Background: an optimization exercise with open tools, aiming at small area, a short achievable clock period and few clock cycles per item. Do not read the settings as production practice.
Function was checked by simulation only, so behaviour that the tests miss may differ from the original.
No activity file was given, so power comes from the tool's default toggle rates.

## run A
Design deque_top, start of the top module:
module deque_top (
	input  logic        clk,
	input  logic        arst_n,
	input  logic        req_valid,
	output logic        req_ready,
	input  logic [2:0]  req_cmd,
	input  logic [31:0] req_value,
	output logic        rsp_valid,
	input  logic        rsp_ready,
	output logic [1:0]  rsp_status,
	output logic [31:0] rsp_popped,
	output logic [31:0] rsp_front,
	output logic [31:0] rsp_rear,
	output logic [4:0]  rsp_occupancy,
	output logic        rsp_empty,
	output logic        rsp_full
);
	localparam int RN = 14;    
	localparam int DW = 32;
	logic [4:0]    cnt_q;
	logic          empty_q, n1_q, n2_q;    
	logic [3:0]    rp_h_q, rp_t_q;      
	logic [DW-1:0] ring_q [RN];
	logic [DW-1:0] front_q, rear_q;
	logic          rsp_valid_q;
	logic [1:0]    status_q;
	logic [DW-1:0] popped_q;
	logic          slot_free, run;
	logic [2:0]    cmd;
	logic [DW-1:0] value;
	assign slot_free = !rsp_valid_q || rsp_ready;
	assign req_ready = slot_free;
	assign run       = req_valid && slot_free;
	assign cmd       = req_cmd;
	assign value     = req_value;
	logic is_push, is_pop, at_rear;
	assign is_push = (cmd[2:1] == 2'b00);
  ...
For scale: ~1400 cells after synthesis, ~560 flip-flops, roughly 150 I/O pins, about 23000 sq um of cells after synthesis.
clock: 5.0 ns
lec_check: 0
cap_margin: 20
core_margin: 2
core_utilization: 45
cts_buf_list: sky130_fd_sc_hd__clkbuf_8
setup_slack_margin: 2.5
slew_margin: 20
tns_end_percent: 0
standard.sh (not shown) runs the stock make flow with config.mk's settings and CLKGATE_MAP_FILE= SYNTH_SCRIPT=/design/flow/synth_recipe.tcl, a recipe that flattens the netlist after the stock synthesis.
==> flow/flow/run.sh <==
#!/bin/bash
# Layout flow: the standard ORFS flow, with plain buf_2 cells as the
# port buffers instead of the delay cells buffer_ports picks by itself.
set -euo pipefail
cd "$(dirname "$0")/.."
export BUFFER_PORTS_ARGS="-buffer_cell sky130_fd_sc_hd__buf_2"
bash standard.sh finish > flow_standard.log 2>&1
Run A ran to completion and came out clean on the timing, design-rule and antenna checks.
Testbench counts of run A, summed over its fixed seeds: cycles 48,008, commands 48,000.
Setup changes, run A to run B
- a deleted CTS_BUF_LIST that had been sky130_fd_sc_hd__clkbuf_8
==> notes.md <==
Relative to run A, global-route usage has decreased by 0.29 points in run B.
Sort run B and run A by count of clock-net buffers in the final layout, descending, and run A comes first.
Run B reached the final stage; the timing, design-rule and antenna checks on its layout passed.
Between run B and run A, the difference in routed wire length is negligible.
Setup changes, run B to run C
- changing SETUP_SLACK_MARGIN from 2.5 to 2.7
- setting CTS_BUF_LIST to sky130_fd_sc_hd__clkbuf_8 for the first time
--- outcome ---
Diff run C..run B | die area | unchanged
Run C against run B: clock period minus worst slack saw a decrease, post-route cell area went up about 0.75%, number of iterations in the first detailed-routing pass increased 1.
Side by side, clock latency on the worst-skew pair turned out higher in run C than in run B.
Per the comparison of run C with run B, register area was more or less identical; setup slack went up by 0.075 ns; via count went up by 245; global-route wire length before repair went up by 3.9%.


Setup of run 1:
deque_top, a different RTL version from the one above (not shown whole).
For scale: about 1300 cells after synthesis, ~580 flip-flops, about 150 I/O pins.
==> flow/config.mk <==
export PLATFORM = sky130hd
export DESIGN_NAME = deque_top
export DESIGN_NICKNAME = deque_top
export VERILOG_FILES = /design/flow/design.v
export SDC_FILE = /design/flow/constraint.sdc
export NUM_CORES = 4
export LEC_CHECK = 0
export CAP_MARGIN = 20
export CORE_MARGIN = 2
export CORE_UTILIZATION = 70
export CTS_BUF_LIST = sky130_fd_sc_hd__clkbuf_8
export SETUP_SLACK_MARGIN = 2.9
export SLEW_MARGIN = 20
export TNS_END_PERCENT = 10
==> flow/constraint.sdc <==
create_clock -name core_clock -period 5.0 [get_ports {clk}]
set_input_delay 1.0000 -clock core_clock [delete_from_list [all_inputs] [get_ports {clk}]]
set_output_delay 1.0000 -clock core_clock [all_outputs]
set_load 0.01 [all_outputs]
Scripts as last shown in full above: flow/flow/run.sh
Testbench counts of run 1, summed over its fixed seeds: cycles 48,008, commands 48,000.
[inputs] run 2 vs run 1
- CORE_UTILIZATION: 70 -> 60
- SETUP_SLACK_MARGIN: 2.9 -> 2.5
==> notes.md <==
Worst-case register-to-register setup slack was higher in run 1 than in run 2. Changes observed in run 2 relative to run 1: routing usage on met3 lower; share of total power in sequential cells higher; fraction of area in registers higher; clock network latency to the later pin of the worst-skew pair higher. In run 2 the smallest setup slack after layout turned out 0.24 ns lower than in run 1. Run 2 has combinational power below what run 1 had. Changes observed in run 2 relative to run 1: global router's overall resource usage dropped 8.8 points, part of the power in the clock network climbed 2.1 points, detailed route wirelength on metal3 dropped 39%. The lower number of global-route vias before repair came out of run 2.
--- input diff run 2..run 3 ---
- SETUP_SLACK_MARGIN changed from 2.5 to 2.7
- TNS_END_PERCENT changed from 10 to 3
- CORE_UTILIZATION changed from 60 to 70
Results
- Comparing data arrival time of the worst path for run 2 and run 3, the smaller number came from run 2.
- Where first-pass GRT wire length is concerned, run 2 is better than run 3.
- Re area of all placed cells without fillers: run 2 was lower than run 3.
Edits applied to the flow inputs when going from run 3 to run 4:
- CORE_UTILIZATION changed from 70 to 65
- TNS_END_PERCENT changed from 3 to 10
Results
Run 3: all stages complete, timing, DRC and antenna checks passed
Both conditions hold for run 4: the flow ran to the end and the final layout passed the timing, design-rule and antenna checks.
[run 4] number of buffers outside the clock class in the layout fell 5 relative to run 3
In the final design statistics, run 4 uses more standard cells in total than run 3.
Clock latency on the worst-skew pair: run 4 < run 3
Compared with run 3, run 4 shows a higher signed area change from the synthesized netlist to the final layout.
Relative to run 3, buffer share of cell area decreased by 0.48 points in run 4.
Run 4 and run 3 ended up with nearly the same sequential power.
Modified inputs, run 5 compared to run 4
- SETUP_SLACK_MARGIN changed from 2.7 to 2.5
- PLACE_DENSITY newly set to 0.75
- CORE_UTILIZATION changed from 65 to 60
### Flow results
Looking at total power divided by cell area, run 5 sits 1.2% higher than run 4 does. [compare] base=run 4 new=run 5: number of combinational gates with multiple inputs moved up; internal power summed over all cells level. Run 5 ended up with a higher sequential fraction of total cell area than run 4 did. Run 5 vs run 4, non-clock inverter instance count of the final layout went down by 1. Largest fanout on the critical path (higher): run 5. In the tables for run 5 and run 4, critical path depth reads lower with run 4.
Inputs modified between run 5 and run 6:
- SETUP_SLACK_MARGIN: 2.5 -> 2.8
- CORE_UTILIZATION: 60 -> 65
Notes after the runs:
Diff run 5 -> run 6: number of setup buffers added after CTS rose by 28; total area of multi-input combinational cells rose by about 6.5%; critical path depth rose by 1.
Of run 6 and run 5, it is run 6 that has the higher count of clock-buffer cells in the layout.
Compared with run 5, run 6 has extra setup slack.
Wire length, run 5 and run 6: higher on run 6
Post-place instance area: run 6 vs run 5 up 380 µm²
Compared with run 5, in run 6 total global routing track utilization moved up; post-placement cell count level; total power consumption of the routed design moved up.
Run 6 vs run 5: die area down by a little under 10%


deque_top, a different RTL version from the one above (not shown whole).
Size: roughly 1300 cells after synthesis, ~560 flip-flops, roughly 150 I/O pins, ~22000 um^2 of cells after synthesis.
## deque_top
module deque_top (
	input  logic        clk,
	input  logic        arst_n,
	input  logic        req_valid,
	output logic        req_ready,
	input  logic [2:0]  req_cmd,
	input  logic [31:0] req_value,
	output logic        rsp_valid,
	input  logic        rsp_ready,
	output logic [1:0]  rsp_status,
	output logic [31:0] rsp_popped,
	output logic [31:0] rsp_front,
	output logic [31:0] rsp_rear,
	output logic [4:0]  rsp_occupancy,
	output logic        rsp_empty,
	output logic        rsp_full
);
==> flow/config.mk <==
export PLATFORM = sky130hd
export DESIGN_NAME = deque_top
export DESIGN_NICKNAME = deque_top
export VERILOG_FILES = /design/flow/design.v
export SDC_FILE = /design/flow/constraint.sdc
export NUM_CORES = 4
export LEC_CHECK = 0
export CAP_MARGIN = 20
export CORE_MARGIN = 2
export CORE_UTILIZATION = 45
export CTS_BUF_LIST = sky130_fd_sc_hd__clkbuf_8
export SETUP_SLACK_MARGIN = 2.5
export SLEW_MARGIN = 20
export TNS_END_PERCENT = 10
==> flow/constraint.sdc <==
create_clock -name core_clock -period 5.0 [get_ports {clk}]
set_input_delay 1.0000 -clock core_clock [delete_from_list [all_inputs] [get_ports {clk}]]
set_output_delay 1.0000 -clock core_clock [all_outputs]
set_load 0.01 [all_outputs]
Scripts as last shown in full above: flow/flow/run.sh
The baseline produced a clean layout.
Testbench counts at the start, summed over its fixed seeds: cycles 48,008, commands 48,000.
Next try:
--- a/flow/config.mk
+++ b/flow/config.mk
@@ -10 +10 @@
-export CORE_UTILIZATION = 45
+export CORE_UTILIZATION = 60
After rerunning: The changed run passed the timing, design-rule and antenna checks; count of clock-buffer cells in the layout went down by 1; non-clock buffer count went up by 15; cell area stays flat.
Next try:
--- a/flow/config.mk
+++ b/flow/config.mk
@@ -10 +10 @@
-export CORE_UTILIZATION = 60
+export CORE_UTILIZATION = 45
@@ -14 +14 @@
-export TNS_END_PERCENT = 10
+export TNS_END_PERCENT = 3
=>
- The changed run finished with timing, DRC and antenna clean
- worst setup slack gets better by 96 ps
- final area went up by 1.3%
- fmax went up by 3.6%
- final cell count went up by 9.3%
- worst hold slack gets worse by 12 ps


deque_top with an RTL version that a note above also has.
Size: ~1,300 cells after synthesis, about 23,000 µm² of cells after synthesis.
export LEC_CHECK = 0
export CAP_MARGIN = 20
export CORE_MARGIN = 2
export CORE_UTILIZATION = 65
export CTS_BUF_LIST = sky130_fd_sc_hd__clkbuf_8
export SETUP_SLACK_MARGIN = 2.8
export SLEW_MARGIN = 20
export TNS_END_PERCENT = 3
create_clock -name core_clock -period 5.0 [get_ports {clk}]
Scripts as last shown in full above: flow/flow/run.sh
The baseline went through all stages and came out clean.
Testbench counts at the start, summed over its fixed seeds: cycles 48,008, commands 48,000.
==> next run, changes <==
SETUP_SLACK_MARGIN = 2.7   (was 2.8)
- power is lower by 4.7%
- count of clock-buffer cells in the layout is unchanged
- global-route usage is lower by 0.72 points
- fmax is about the same
- worst setup slack hardly moves
- routed wire length is lower by 2.4%
- cell area is lower by 1.7%
- via count is lower by 1.4%


The RTL this note starts from:
==> flow/design.v <==
`timescale 1ns / 1ps
package cdq_pkg;
	localparam int DATA_W = 32;
	localparam int CMD_W  = 3;
	localparam int STAT_W = 2;
	localparam int OCC_W  = 5;
	localparam logic [CMD_W-1:0] CMD_PUSH_FRONT = 3'd0;
	localparam logic [CMD_W-1:0] CMD_PUSH_REAR  = 3'd1;
	localparam logic [CMD_W-1:0] CMD_POP_FRONT  = 3'd2;
	localparam logic [CMD_W-1:0] CMD_POP_REAR   = 3'd3;
	localparam logic [CMD_W-1:0] CMD_QUERY      = 3'd4;
	localparam logic [STAT_W-1:0] ST_DONE  = 2'd0;
	localparam logic [STAT_W-1:0] ST_FULL  = 2'd1;
	localparam logic [STAT_W-1:0] ST_EMPTY = 2'd2;
	typedef struct packed {
		logic [CMD_W-1:0]         cmd;
		logic signed [DATA_W-1:0] push_value;
	} cdq_req_t;
	typedef struct packed {
		logic [STAT_W-1:0]        status;
		logic signed [DATA_W-1:0] popped_value;
		logic signed [DATA_W-1:0] front_value;
		logic signed [DATA_W-1:0] rear_value;
		logic [OCC_W-1:0]         occupancy;
		logic                     is_empty;
		logic                     is_full;
	} cdq_rsp_t;
	typedef enum logic {
		CDQ_IDLE,
		CDQ_POP
	} cdq_state_t;
endpackage
`timescale 1ns / 1ps
module deque_top (
	input  logic        clk,
	input  logic        arst_n,
	input  logic        req_valid,
	output logic        req_ready,
	input  logic [2:0]  req_cmd,
	input  logic [31:0] req_value,
	output logic        rsp_valid,
	input  logic        rsp_ready,
	output logic [1:0]  rsp_status,
	output logic [31:0] rsp_popped,
	output logic [31:0] rsp_front,
	output logic [31:0] rsp_rear,
	output logic [4:0]  rsp_occupancy,
	output logic        rsp_empty,
	output logic        rsp_full
);
	localparam int RN = 14;    
	localparam int DW = 32;
	logic [4:0]    cnt_q;
	logic          empty_q;
	logic [3:0]    rp_h_q, rp_t_q;      
	logic [DW-1:0] ring_q [RN];
	logic [DW-1:0] front_q, rear_q;
	logic          rsp_valid_q;
	logic [1:0]    status_q;
	logic [DW-1:0] popped_q;
	logic          slot_free, run;
	logic [2:0]    cmd;
	logic [DW-1:0] value;
	assign slot_free = !rsp_valid_q || rsp_ready;
	assign req_ready = slot_free;
	assign run       = req_valid && slot_free;
	assign cmd       = req_cmd;
	assign value     = req_value;
	logic is_push, is_pop, at_rear;
	assign is_push = (cmd[2:1] == 2'b00);
	assign is_pop  = (cmd[2:1] == 2'b01);
	assign at_rear = cmd[0];
	logic n1, n2, ge2, full;
	assign n1   = (cnt_q == 5'd1);
	assign n2   = (cnt_q == 5'd2);
	assign full = cnt_q[4];
	assign ge2  = !empty_q && !n1;
	logic push_ok, pop_ok, ring_push, ring_pop;
	assign push_ok   = is_push && !full;
	assign pop_ok    = is_pop && !empty_q;
	assign ring_push = push_ok && ge2;
	assign ring_pop  = pop_ok && ge2 && !n2;
	logic [3:0] h_prev, h_next, t_prev, t_next;
	assign h_prev = (rp_h_q == 4'd0)       ? 4'(RN - 1) : rp_h_q - 4'd1;
	assign h_next = (rp_h_q == 4'(RN - 1)) ? 4'd0       : rp_h_q + 4'd1;
	assign t_prev = (rp_t_q == 4'd0)       ? 4'(RN - 1) : rp_t_q - 4'd1;
	assign t_next = (rp_t_q == 4'(RN - 1)) ? 4'd0       : rp_t_q + 4'd1;
	logic [DW-1:0] near_w, far_w;
	assign near_w = at_rear ? rear_q : front_q;
	assign far_w  = at_rear ? front_q : rear_q;
	logic [DW-1:0] pop_w;
	logic [RN-1:0] h_oh, t_oh, rsel;
	always_comb begin
		for (int i = 0; i < RN; i++) begin
			h_oh[i] = !n2 && (rp_h_q == 4'(i));
			t_oh[i] = !n2 && (rp_t_q == 4'(i));
		end
		rsel  = at_rear ? t_oh : h_oh;
		pop_w = far_w & {DW{n2}};
		for (int i = 0; i < RN; i++)
			pop_w = pop_w | (ring_q[i] & {DW{rsel[i]}});
	end
	logic [DW-1:0] end_d;
	always_comb begin
		if (is_push)
			end_d = value;
		else if (pop_ok && ge2)
			end_d = pop_w;
		else
			end_d = '0;
	end
	logic front_ld, rear_ld;
	assign front_ld = empty_q || (push_ok && !at_rear) || (pop_ok && (!at_rear || n1));
	assign rear_ld  = empty_q || (push_ok && at_rear)  || (pop_ok && (at_rear || n1));
	logic [4:0] cnt_d;
	always_comb begin
		cnt_d = cnt_q;
		if (push_ok)
			cnt_d = cnt_q + 5'd1;
		if (pop_ok)
			cnt_d = cnt_q - 5'd1;
	end
	always_ff @(posedge clk or negedge arst_n) begin
		if (!arst_n) begin
			cnt_q       <= '0;
			empty_q     <= 1'b1;
			rp_h_q      <= 4'd0;
			rp_t_q      <= 4'(RN - 1);
			rsp_valid_q <= 1'b0;
		end else begin
			if (run) begin
				cnt_q   <= cnt_d;
				empty_q <= (cnt_d == 5'd0);
				if (ring_push && !at_rear)
					rp_h_q <= h_prev;
				if (ring_pop && !at_rear)
					rp_h_q <= h_next;
				if (ring_push && at_rear)
					rp_t_q <= t_next;
				if (ring_pop && at_rear)
					rp_t_q <= t_prev;
			end
			if (slot_free)
				rsp_valid_q <= run;
		end
	end
	always_ff @(posedge clk) begin
		if (run && front_ld)
			front_q <= end_d;
		if (run && rear_ld)
			rear_q <= end_d;
		if (run) begin
			popped_q <= near_w & {DW{pop_ok}};
			status_q <= {is_pop && empty_q, is_push && full};
		end
	end
	logic [3:0] waddr;
	assign waddr = at_rear ? t_next : h_prev;
	for (genvar i = 0; i < RN; i++) begin : g_ring
		always_ff @(posedge clk) begin
			if (run && ring_push && waddr == 4'(i))
				ring_q[i] <= near_w;
		end
	end
	assign rsp_valid     = rsp_valid_q;
	assign rsp_status    = status_q;
	assign rsp_popped    = popped_q;
	assign rsp_front     = front_q;
	assign rsp_rear      = rear_q;
	assign rsp_occupancy = cnt_q;
	assign rsp_empty     = empty_q;
	assign rsp_full      = full;
endmodule
clock: 5.0 ns
lec_check: 0
cap_margin: 20
core_margin: 2
core_utilization: 45
cts_buf_list: sky130_fd_sc_hd__clkbuf_8
setup_slack_margin: 2.2
slew_margin: 20
tns_end_percent: 0
Scripts as last shown in full above: flow/flow/run.sh
The first run finished clean.
Testbench counts at the start, summed over its fixed seeds: cycles 48,008, commands 48,000.
Next try:
- CTS_BUF_LIST: sky130_fd_sc_hd__clkbuf_8 -> unset
- SETUP_SLACK_MARGIN: 2.2 -> 2.5
After rerunning: Die area stays the same; clock power grows by roughly a tenth; worst setup slack is better by 0.23 ns; wire length grows by a few percent; first-iteration DRC count grows by a few percent.
Next try:
==> flow/run.sh (new file) <==
#!/bin/bash
# synth_recipe.tcl (not shown) runs the flow's synth.tcl, then flattens the netlist and writes it again
# the make line also repeats each setting of config.mk as NAME=value (left out here)
make -C /OpenROAD-flow-scripts/flow DESIGN_CONFIG=/design/flow/config.mk WORK_HOME=/design/flow/orfs CLKGATE_MAP_FILE= SYNTH_SCRIPT=/design/flow/synth_recipe.tcl finish
removed: flow/flow/run.sh
removed: flow/standard.sh
Worst hold slack is better by 0.28 ns; synthesized cell count is unchanged; combinational power grows slightly; global-route usage goes down by 0.72 points; die area is unchanged; routed wire length shrinks slightly; area after synthesis is unchanged; clock power climbs by a few percent; first-iteration DRC count rises by a few percent; total power increases slightly; sequential share of layout area goes down by 1.8 points.

==> separate check: timing with driven ports <==
Ports are ideal in the flow. The routed layouts listed here were re-timed in OpenROAD. Step 1 sets driving cells, clkbuf_16 on the clock port and buf_2 on the other inputs (assumed; they add their load-dependent delay and slew). Step 2 also shifts input and output timing later by t, the mid clock arrival at the registers, as if the neighbouring blocks saw the same clock. a / b / c = no drivers / after step 1 / after step 2; a / b = the first two.
run	shift t [ns]	setup slack, ns	worst setup path after step 2
run A	0.720	2.356 / 2.253 / 1.533	input to register
run B	0.667	2.302 / 2.179 / 1.512	input to register
run C	0.722	2.376 / 2.298 / 1.577	input to register
run 1	0.679	2.644 / 2.544 / 1.865	input to register
run 2	0.701	2.402 / 2.428 / 1.727	input to register
run 3	0.695	2.566 / 2.566 / 1.974	input to register
run 4	0.680	2.634 / 2.566 / 1.886	input to register
run 5	0.701	2.430 / 2.430 / 1.788	input to register
run 6	0.692	2.579 / 2.483 / 1.792	input to register
the first run of note 3	0.708	2.274 / 2.269 / 1.583	input to register
the second run of note 3	0.696	2.227 / 2.227 / 1.724	input to register
the third run of note 3	0.724	2.323 / 2.323 / 1.621	input to register
the first run of note 4	0.694	2.646 / 2.512 / 1.818	input to register
the second run of note 4	0.695	2.647 / 2.561 / 1.866	input to register
the first run of note 5	0.703	2.016 / 2.016 / 1.346	input to register
the second run of note 5	0.672	2.242 / 2.220 / 1.548	input to register
the third run of note 5	0.684	2.268 / 2.237 / 1.552	input to register
After both steps setup and hold are still met in every run listed. For the first run of note 4, which loses most, drivers alone change the setup slack by -0.134 ns; drivers and shift together by -0.828 ns.
